This is an optimization exercise on Yosys and OpenROAD, whose aim is small area, not a production implementation.
In this exercise RTL edits were held to simulation tests only and were not proved equivalent to the original.
Power and IR drop assume default switching activity.

Setup of run A:
Design rv_slice_top, start of the top module:
module rv_slice_top (
    input  logic        clk,
    input  logic        rst_n,
    input  logic [11:0] paddr,
    input  logic        psel,
    input  logic        penable,
    input  logic        pwrite,
    input  logic [31:0] pwdata,
    output logic [31:0] prdata,
    output logic        pready,
    output logic        pslverr
);
Settings: LEC_CHECK=0, CAP_MARGIN=20, CORE_MARGIN=2, CORE_UTILIZATION=60, PLACE_DENSITY=0.7, SLEW_MARGIN=20; clock period 12.0 ns.
standard.sh (not shown) runs the stock make flow with config.mk's settings and CLKGATE_MAP_FILE= SYNTH_SCRIPT=/design/flow/synth_recipe.tcl, a recipe that flattens the netlist after the stock synthesis.
==> flow/flow/run.sh <==
#!/bin/bash
# The standard layout (standard.sh), with three changes:
#  - synthesis maps the logic with an area-oriented ABC script (flow/abc_area_map.script)
#    instead of ORFS's delay-oriented one; everything else in synthesis is unchanged
#  - port buffers use the smallest buffer (buf_1) instead of clkdlybuf4s50_1
#  - the clock tree uses clkbuf_4 leaf clusters of at most 12 sinks (42 um across), without dummy loads
set -e
rm -rf scripts_area
cp -r "$FLOW_HOME/scripts" scripts_area
cp flow/abc_area_map.script scripts_area/abc_speed.script
export SCRIPTS_DIR="$PWD/scripts_area"
export BUFFER_PORTS_ARGS="-buffer_cell sky130_fd_sc_hd__buf_1"
export CTS_ARGS="-sink_clustering_enable -repair_clock_nets -sink_clustering_size 12 -sink_clustering_max_diameter 42 -buf_list sky130_fd_sc_hd__clkbuf_4 -dont_use_dummy_load"
bash standard.sh > standard.log 2>&1
==> flow/flow/abc_area_map.script <==
strash
dch
amap -m -x
topo
strash
dch
amap -m -x
topo
Edits applied to the flow inputs when going from run A to run B:
==> flow/run.sh (new file) <==
#!/bin/bash
# synth_recipe.tcl (not shown) runs the flow's synth.tcl, then flattens the netlist and writes it again
# the make line also repeats each setting of config.mk as NAME=value (left out here)
make -C /OpenROAD-flow-scripts/flow DESIGN_CONFIG=/design/flow/config.mk WORK_HOME=/design/flow/orfs CLKGATE_MAP_FILE= SYNTH_SCRIPT=/design/flow/synth_recipe.tcl finish
--- a/flow/config.mk
+++ b/flow/config.mk
@@ -10,2 +10,5 @@
 export CORE_UTILIZATION = 60
+export CTS_BUF_LIST = sky130_fd_sc_hd__clkbuf_4
+export CTS_CLUSTER_DIAMETER = 35
+export CTS_CLUSTER_SIZE = 12
 export PLACE_DENSITY = 0.7
removed: flow/flow/run.sh
removed: flow/flow/abc_area_map.script
removed: flow/standard.sh
--- outcome ---
Summary — worst hold slack, run B relative to run A: higher, by 0.044 ns.
Re non-clock buffer count: run A was lower than run B.
Non-clock inverter instance count of the final layout | run B below run A
Input changes introduced in run C (baseline for comparison: run B):
==> flow/flow/run.sh (new file) <==
#!/bin/bash
# The standard layout (standard.sh), with three changes:
#  - synthesis maps the logic with an area-oriented ABC script (flow/abc_area_map.script)
#    instead of ORFS's delay-oriented one; everything else in synthesis is unchanged
#  - port buffers use the smallest buffer (buf_1) instead of clkdlybuf4s50_1
#  - the clock tree uses clkbuf_4 leaf clusters of at most 12 sinks, without dummy loads
set -e
rm -rf scripts_area
cp -r "$FLOW_HOME/scripts" scripts_area
cp flow/abc_area_map.script scripts_area/abc_speed.script
export SCRIPTS_DIR="$PWD/scripts_area"
export BUFFER_PORTS_ARGS="-buffer_cell sky130_fd_sc_hd__buf_1"
export CTS_ARGS="-sink_clustering_enable -repair_clock_nets -sink_clustering_size 12 -sink_clustering_max_diameter 35 -buf_list sky130_fd_sc_hd__clkbuf_4 -dont_use_dummy_load"
bash standard.sh > standard.log 2>&1
==> flow/flow/abc_area_map.script (new file) <==
strash
dch
amap -m
topo
strash
dch
amap -m
topo
==> flow/standard.sh (new file) <==
#!/bin/bash
# synth_recipe.tcl (not shown) runs the flow's synth.tcl, then flattens the netlist and writes it again
# the make line also repeats each setting of config.mk as NAME=value (left out here)
make -C /OpenROAD-flow-scripts/flow DESIGN_CONFIG=/design/flow/config.mk WORK_HOME=/design/flow/orfs CLKGATE_MAP_FILE= SYNTH_SCRIPT=/design/flow/synth_recipe.tcl "${@:-finish}"
--- a/flow/config.mk
+++ b/flow/config.mk
@@ -9,7 +9,4 @@
 export CORE_MARGIN = 2
-export CORE_UTILIZATION = 60
-export CTS_BUF_LIST = sky130_fd_sc_hd__clkbuf_4
-export CTS_CLUSTER_DIAMETER = 35
-export CTS_CLUSTER_SIZE = 12
-export PLACE_DENSITY = 0.7
+export CORE_UTILIZATION = 70
+export PLACE_DENSITY = 0.8
 export SLEW_MARGIN = 20
removed: flow/run.sh
Notes after the runs:
Run C reached the end of the flow, and the finished layout is clean on the timing, DRC and antenna checks. Compared with run B, run C shows a lower post-synthesis to final-layout area growth. In the flow results for run C and run B, the critical path depth is smaller on run B. Against run B, run C reports a final core utilization that is higher. Power of the clock network shrinks by more than 10% when moving from run B to run C. The number of placed cells counting well taps of run C and that of run B are within noise of each other. Routed wire in run C totals more than in run B.
--- input diff run C..run D ---
--- a/flow/flow/run.sh
+++ b/flow/flow/run.sh
@@ -12,3 +12,3 @@
 export BUFFER_PORTS_ARGS="-buffer_cell sky130_fd_sc_hd__buf_1"
-export CTS_ARGS="-sink_clustering_enable -repair_clock_nets -sink_clustering_size 12 -sink_clustering_max_diameter 35 -buf_list sky130_fd_sc_hd__clkbuf_4 -dont_use_dummy_load"
+export CTS_ARGS="-sink_clustering_enable -repair_clock_nets -sink_clustering_size 13 -sink_clustering_max_diameter 30 -buf_list sky130_fd_sc_hd__clkbuf_4 -dont_use_dummy_load"
 bash standard.sh > standard.log 2>&1
--- a/flow/config.mk
+++ b/flow/config.mk
@@ -9,4 +9,4 @@
 export CORE_MARGIN = 2
-export CORE_UTILIZATION = 70
-export PLACE_DENSITY = 0.8
+export CORE_UTILIZATION = 60
+export PLACE_DENSITY = 0.7
 export SLEW_MARGIN = 20
## What came out
Run D ran to completion and came out clean on the timing, DRC and antenna checks.
Higher proportion of layout cells with a drive suffix above 1 was reported by run D, not run C.
Looking at run C and run D, the fraction of area in clock buffers and inverters is a wash.
Diff run C -> run D: tap cell count now sits higher, worst setup slack after placement grew by 0.013 ns, period utilization went up 0.54 points, leakage power total +about 0.3%.
Changes observed in run D relative to run C: utilization fell 11 points; overall die width rose 7.8%; cell area after placement rose about 0.4%.
Looking at routing layer with the top usage in global route, the met2 result is from run C; the met1 one comes from run D.
Edits applied to the flow inputs when going from run D to run E:
--- a/flow/flow/run.sh
+++ b/flow/flow/run.sh
@@ -5,3 +5,3 @@
 #  - port buffers use the smallest buffer (buf_1) instead of clkdlybuf4s50_1
-#  - the clock tree uses clkbuf_4 leaf clusters of at most 12 sinks, without dummy loads
+#  - the clock tree uses clkbuf_4 leaf clusters of at most 12 sinks (42 um across), without dummy loads
 set -e
@@ -12,3 +12,3 @@
 export BUFFER_PORTS_ARGS="-buffer_cell sky130_fd_sc_hd__buf_1"
-export CTS_ARGS="-sink_clustering_enable -repair_clock_nets -sink_clustering_size 13 -sink_clustering_max_diameter 30 -buf_list sky130_fd_sc_hd__clkbuf_4 -dont_use_dummy_load"
+export CTS_ARGS="-sink_clustering_enable -repair_clock_nets -sink_clustering_size 12 -sink_clustering_max_diameter 42 -buf_list sky130_fd_sc_hd__clkbuf_4 -dont_use_dummy_load"
 bash standard.sh > standard.log 2>&1
### Flow results
- Run E vs. run D: met3 track demand over resource in global routing went down by 0.15 points.
- Wire length (run E over run D): increase, about 0.7%
- Compared with run D, run E shows a lower fraction of layout instances using a drive strength above 1.
- Multi-input logic portion of the cell area of run D is on par with run E.
- Between run E and run D, the global-route usage does not differ in any meaningful way.

---

rv_slice_top, a different RTL version from the one above (not shown whole).
Size: ~1,600 cells after synthesis, about 1,100 flip-flops, ~83 I/O pins.
clock: 12.0 ns
lec_check: 0
cap_margin: 20
core_margin: 2
core_utilization: 60
place_density: 0.7
slew_margin: 20
==> flow/flow/run.sh <==
#!/bin/bash
export BUFFER_PORTS_ARGS="-buffer_cell sky130_fd_sc_hd__buf_1"
export CTS_ARGS="-sink_clustering_enable -repair_clock_nets -sink_clustering_size 36 -sink_clustering_max_diameter 50 -buf_list sky130_fd_sc_hd__clkbuf_16 -dont_use_dummy_load"
bash standard.sh > standard.log 2>&1
Next try:
==> flow/flow/run.sh (replaced) <==
#!/bin/bash
export BUFFER_PORTS_ARGS="-buffer_cell sky130_fd_sc_hd__buf_1"
export CTS_ARGS="-sink_clustering_enable -repair_clock_nets -sink_clustering_size 12 -sink_clustering_max_diameter 35 -buf_list sky130_fd_sc_hd__clkbuf_4 -dont_use_dummy_load"
bash standard.sh > standard.log 2>&1
- ABC_AREA: default -> 1
The changed run finished clean. Via count went up by about a fifth. Register-to-register slack improves by 620 ps. Total power went down by a few percent. Area after synthesis went up slightly. Routed wire length went up by a few percent. Cell area hardly moves. Non-clock buffer count went down by 4.

---

== job 1266 ==
RTL: one of the versions met above, not the one the previous note started from.
Size: roughly 1600 cells after synthesis, roughly 1100 flip-flops, roughly 83 I/O pins, ~0.025 mm2 of cells after synthesis.
Design rv_slice_top, start of the top module:
module rv_slice_top (
    input  logic        clk,
    input  logic        rst_n,
    input  logic [11:0] paddr,
    input  logic        psel,
    input  logic        penable,
    input  logic        pwrite,
    input  logic [31:0] pwdata,
    output logic [31:0] prdata,
    output logic        pready,
    output logic        pslverr
);
==> flow/config.mk <==
export PLATFORM = sky130hd
export DESIGN_NAME = rv_slice_top
export DESIGN_NICKNAME = rv_slice_top
export VERILOG_FILES = /design/flow/design.v
export SDC_FILE = /design/flow/constraint.sdc
export NUM_CORES = 4
export LEC_CHECK = 0
export CAP_MARGIN = 20
export CORE_MARGIN = 2
export CORE_UTILIZATION = 60
export PLACE_DENSITY = 0.7
export SLEW_MARGIN = 20
==> flow/constraint.sdc <==
create_clock -name core_clock -period 12.0 [get_ports {clk}]
set_input_delay 2.4000 -clock core_clock [delete_from_list [all_inputs] [get_ports {clk}]]
set_output_delay 2.4000 -clock core_clock [all_outputs]
set_load 0.01 [all_outputs]
==> flow/flow/run.sh <==
#!/bin/bash
# The standard layout (standard.sh), with three changes:
#  - synthesis maps the logic with an area-oriented ABC script (flow/abc_area_map.script)
#    instead of ORFS's delay-oriented one; everything else in synthesis is unchanged
#  - port buffers use the smallest buffer (buf_1) instead of clkdlybuf4s50_1
#  - the clock tree uses clkbuf_4 leaf clusters of at most 12 sinks, without dummy loads
set -e
rm -rf scripts_area
cp -r "$FLOW_HOME/scripts" scripts_area
cp flow/abc_area_map.script scripts_area/abc_speed.script
export SCRIPTS_DIR="$PWD/scripts_area"
export BUFFER_PORTS_ARGS="-buffer_cell sky130_fd_sc_hd__buf_1"
export CTS_ARGS="-sink_clustering_enable -repair_clock_nets -sink_clustering_size 12 -sink_clustering_max_diameter 42 -buf_list sky130_fd_sc_hd__clkbuf_4 -dont_use_dummy_load"
bash standard.sh > standard.log 2>&1
==> flow/flow/abc_area_map.script <==
strash
dch
amap -m
topo
strash
dch
amap -m
topo
Job 1266 | stages: all done | timing, DRC, antenna: all pass
The inputs of job 4287 differ from those of job 1266 as listed below.
--- a/flow/flow/run.sh
+++ b/flow/flow/run.sh
@@ -4,5 +4,5 @@
 #    instead of ORFS's delay-oriented one; everything else in synthesis is unchanged
 #  - port buffers use the smallest buffer (buf_1) instead of clkdlybuf4s50_1
-#  - the clock tree uses clkbuf_4 leaf clusters of at most 12 sinks, without dummy loads
+#  - the clock tree uses clkbuf_4 leaf clusters of at most 12 sinks (42 um across), without dummy loads
 set -e
 rm -rf scripts_area
==> flow/flow/abc_area_map.script <==
strash
dch
amap
topo
strash
dch
amap
topo
strash
dch
amap
topo
### Flow results
The wire length on met2 on job 4287 is in line with that on job 1266.
Diff job 1266..job 4287 | switching power of the nets | negligible
| final area | job 4287 vs job 1266 | ≈ equal |
Job 4287 and job 1266 ended up with nearly the same layout-stage area growth over the synthesis result.
Comparing job 4287 and job 1266, fraction of power consumed by combinational cells is lower on job 4287.
#### Input delta (job 7414 over job 4287)
--- a/flow/flow/run.sh
+++ b/flow/flow/run.sh
@@ -11,4 +11,4 @@
 export SCRIPTS_DIR="$PWD/scripts_area"
 export BUFFER_PORTS_ARGS="-buffer_cell sky130_fd_sc_hd__buf_1"
-export CTS_ARGS="-sink_clustering_enable -repair_clock_nets -sink_clustering_size 12 -sink_clustering_max_diameter 42 -buf_list sky130_fd_sc_hd__clkbuf_4 -dont_use_dummy_load"
+export CTS_ARGS="-sink_clustering_enable -repair_clock_nets -sink_clustering_size 12 -sink_clustering_max_diameter 42 -buf_list {sky130_fd_sc_hd__clkbuf_2 sky130_fd_sc_hd__clkbuf_4} -dont_use_dummy_load"
 bash standard.sh > standard.log 2>&1
==> flow/flow/abc_area_map.script <==
strash
dch
amap -m -x
topo
strash
dch
amap -m -x
topo
==> comparison <==
Cell type of the slowest stage on the worst timing path: nor4_1 -> job 7414, o22ai_1 -> job 4287. Between job 7414 and job 4287, the difference in layout cell share with drive strength beyond 1 is negligible. Job 7414 completed end to end with timing, DRC and antenna clean. Job 4287 -> job 7414: proportion of final cell area spent on non-clock buffers flat. Delta (job 7414 minus job 4287): proportion of power drawn by the clock network did not really move, cell area did not really move. Run comparison: job 4287 worst setup path endpoint prdata[31]; job 7414 worst setup path endpoint pready.
For job 2527, these inputs were changed with respect to job 7414:
==> flow/flow/run.sh <==
#!/bin/bash
# The standard layout (standard.sh), with three changes:
#  - synthesis maps the logic with an area-oriented ABC script (flow/abc_area_map.script)
#    instead of ORFS's delay-oriented one; everything else in synthesis is unchanged
#  - port buffers use the smallest buffer (buf_1) instead of clkdlybuf4s50_1
#  - the clock tree uses clkbuf_4 leaf clusters of at most 12 sinks, without dummy loads
set -e
rm -rf scripts_area
cp -r "$FLOW_HOME/scripts" scripts_area
cp flow/abc_area_map.script scripts_area/abc_speed.script
export SCRIPTS_DIR="$PWD/scripts_area"
export BUFFER_PORTS_ARGS="-buffer_cell sky130_fd_sc_hd__buf_1"
export CTS_ARGS="-sink_clustering_enable -repair_clock_nets -sink_clustering_size 12 -sink_clustering_max_diameter 35 -buf_list sky130_fd_sc_hd__clkbuf_4 -dont_use_dummy_load"
bash standard.sh > standard.log 2>&1
==> flow/flow/abc_area_map.script <==
strash
dch
amap -m
topo
strash
dch
amap -m
topo
Findings:
| aggregate routed wire length | job 2527 vs job 7414 | 0.47% lower |. ~same total standard cell area after synthesis in job 2527 and job 7414. Fraction of standard cell area in multi-input logic delta (job 7414 -> job 2527): insignificant. Any difference in final area between job 2527 and job 7414 is small enough to ignore. | internal power of the cells | job 2527 vs job 7414 | worse |. Job 2527 — clock-buffer cell count 5.8% higher, job 7414 as reference. Worst setup slack before clock tree synthesis improves in job 2527 relative to job 7414. [job 2527] number of fill cells in the layout fell 29 relative to job 7414. Compared with job 7414, job 2527 shows a data arrival time of the critical path that is 0.05 ns higher.

---

== red ==
rv_slice_top again, from the RTL that the note above started with.
==> flow/design.v (excerpt) <==
module rv_slice_top (
    input  logic        clk,
    input  logic        rst_n,
    input  logic [11:0] paddr,
    input  logic        psel,
    input  logic        penable,
    input  logic        pwrite,
    input  logic [31:0] pwdata,
    output logic [31:0] prdata,
    output logic        pready,
    output logic        pslverr
);
Settings: LEC_CHECK=0, CAP_MARGIN=20, CORE_MARGIN=2, CORE_UTILIZATION=60, PLACE_DENSITY=0.7, SLEW_MARGIN=20; clock period 12.0 ns.
==> flow/flow/run.sh <==
#!/bin/bash
# The standard layout (standard.sh), with three changes:
#  - synthesis maps the logic with an area-oriented ABC script (flow/abc_area_map.script)
#    instead of ORFS's delay-oriented one; everything else in synthesis is unchanged
#  - port buffers use the smallest buffer (buf_1) instead of clkdlybuf4s50_1
#  - the clock tree uses clkbuf_4 leaf clusters of at most 12 sinks (42 um across), without dummy loads
set -e
rm -rf scripts_area
cp -r "$FLOW_HOME/scripts" scripts_area
cp flow/abc_area_map.script scripts_area/abc_speed.script
export SCRIPTS_DIR="$PWD/scripts_area"
export BUFFER_PORTS_ARGS="-buffer_cell sky130_fd_sc_hd__buf_1"
export CTS_ARGS="-sink_clustering_enable -repair_clock_nets -sink_clustering_size 12 -sink_clustering_max_diameter 42 -buf_list sky130_fd_sc_hd__clkbuf_4 -dont_use_dummy_load"
bash standard.sh > standard.log 2>&1
==> flow/flow/abc_area_map.script <==
strash
&get -n
&deepsyn -T 60 -I 4
&put
dch
amap -m -x
topo
strash
dch
amap -m -x
topo
red has completed all stages; timing, DRC and antenna checks passed.
Inputs modified between red and blue:
==> flow/flow/run.sh <==
#!/bin/bash
# The standard layout (standard.sh), with three changes:
#  - synthesis maps the logic with an area-oriented ABC script (flow/abc_area_map.script)
#    instead of ORFS's delay-oriented one; everything else in synthesis is unchanged
#  - port buffers use the smallest buffer (buf_1) instead of clkdlybuf4s50_1
#  - the clock tree uses clkbuf_4 leaf clusters of at most 12 sinks, without dummy loads
set -e
rm -rf scripts_area
cp -r "$FLOW_HOME/scripts" scripts_area
cp flow/abc_area_map.script scripts_area/abc_speed.script
export SCRIPTS_DIR="$PWD/scripts_area"
export BUFFER_PORTS_ARGS="-buffer_cell sky130_fd_sc_hd__buf_1"
export CTS_ARGS="-sink_clustering_enable -repair_clock_nets -sink_clustering_size 13 -sink_clustering_max_diameter 38 -buf_list sky130_fd_sc_hd__clkbuf_4 -dont_use_dummy_load"
bash standard.sh > standard.log 2>&1
==> flow/flow/abc_area_map.script <==
strash
dch
amap -m
topo
strash
dch
amap -m
topo
## What came out
red and blue ended up with roughly the same area fraction in and, or, nand and nor cells after synthesis.
Via count normalized by instance count essentially unchanged between red and blue.
Number of stages on the worst hold path: blue vs red identical
Summary of blue over red: standby leakage power now larger, final worst setup slack now smaller, estimated wirelength of the detail-placed design now smaller, total power now larger.
red → blue: utilization did not really move, share of cell area taken by flip-flops and latches fell 0.33 points, actual slew at the worst max-slew pin increased 0.13 ns.
pwdata[5] as the launching instance or port of the critical path was reported by red, and pwdata[27] by blue.
diff inputs: blue => green
==> flow/flow/run.sh <==
#!/bin/bash
# The standard layout (standard.sh), with three changes:
#  - synthesis optimises and maps the logic with an area-oriented ABC script
#    (flow/abc_area_map.script: a time-bounded &deepsyn pass, then amap)
#    instead of ORFS's delay-oriented one; everything else in synthesis is unchanged
#  - port buffers use the smallest buffer (buf_1) instead of clkdlybuf4s50_1
#  - the clock tree uses clkbuf_4 leaf clusters of at most 12 sinks (42 um across), without dummy loads
set -e
rm -rf scripts_area
cp -r "$FLOW_HOME/scripts" scripts_area
cp flow/abc_area_map.script scripts_area/abc_speed.script
export SCRIPTS_DIR="$PWD/scripts_area"
export BUFFER_PORTS_ARGS="-buffer_cell sky130_fd_sc_hd__buf_1"
export CTS_ARGS="-sink_clustering_enable -repair_clock_nets -sink_clustering_size 12 -sink_clustering_max_diameter 42 -buf_list sky130_fd_sc_hd__clkbuf_4 -dont_use_dummy_load"
bash standard.sh > standard.log 2>&1
==> flow/flow/abc_area_map.script <==
strash
&get -n
&deepsyn -T 60 -I 4
&put
dch
amap -m -x
topo
strash
dch
amap -m -x
topo
==> run summary <==
Switching power total ended up 0.53% lower on green than on blue.
Routed wire in green totals more than in blue.
Going from blue to green, critical path data arrival time shrinks by 0.11 ns.
Any difference in ratio of routed vias to standard cells between green and blue is small enough to ignore.
Total power: green below blue
A busiest layer in global routing of met2 is what green shows, while met1 belongs to blue.
blue has lower sequential fraction of total cell area than green.
Sort blue and green by final worst-path cycle share asc -> top: green
The final reports for green and blue show met1 capacity usage during global routing lower in the former.
Comparing blue and green, clock latency on the worst-skew pair is higher on green.

static timing again, ports no longer ideal:
The results above use ideal ports. As a check the final layouts listed here were re-extracted and re-timed, cells and wires unchanged.
Step 1, drivers: a clkbuf_16 drives clk and a buf_2 each remaining input, both assumed.
Step 2 also shifts input and output timing later by t, the mid clock arrival at the registers, as if the neighbouring blocks saw the same clock.
Slacks: ideal ports / drivers / drivers and shift; pairs: ideal ports / drivers.
run | shift t [ns] | setup WS [ns] | hold WS [ns] | worst setup path at the end | pins driven straight from the clock port
run A | 0.821 | 4.137 / 4.096 / 3.621 | 0.248 / 0.248 / 0.248 | input to register | 1
run B | 0.940 | 3.632 / 3.593 / 3.593 | 0.292 / 0.292 / 0.292 | input to output | 1
run C | 0.822 | 4.170 / 4.147 / 4.147 | 0.254 / 0.254 / 0.254 | input to output | 1
run D | 0.860 | 4.105 / 4.084 / 4.084 | 0.249 / 0.249 / 0.249 | input to output | 1
run E | 0.852 | 4.091 / 4.070 / 4.070 | 0.264 / 0.264 / 0.264 | input to output | 1
the first run of note 2 | 0.630 | 4.564 / 4.482 / 4.482 | 0.238 / 0.238 / 0.238 | input to output | 1
the second run of note 2 | 0.873 | 4.912 / 4.887 / 4.887 | 0.213 / 0.213 / 0.213 | input to output | 1
job 1266 | 0.852 | 4.091 / 4.070 / 4.070 | 0.264 / 0.264 / 0.264 | input to output | 1
job 4287 | 0.847 | 3.286 / 3.236 / 3.236 | 0.236 / 0.236 / 0.236 | input to output | 1
job 7414 | 0.821 | 4.137 / 4.096 / 3.621 | 0.248 / 0.248 / 0.248 | input to register | 1
job 2527 | 0.865 | 4.093 / 4.072 / 4.073 | 0.268 / 0.268 / 0.268 | input to output | 1
red | 0.864 | 4.187 / 4.166 / 4.166 | 0.263 / 0.263 / 0.263 | input to output | 1
blue | 0.821 | 4.075 / 4.054 / 4.054 | 0.223 / 0.223 / 0.223 | input to output | 1
green | 0.864 | 4.187 / 4.166 / 4.166 | 0.263 / 0.263 / 0.263 | input to output | 1
After both steps every run listed still meets setup and hold.
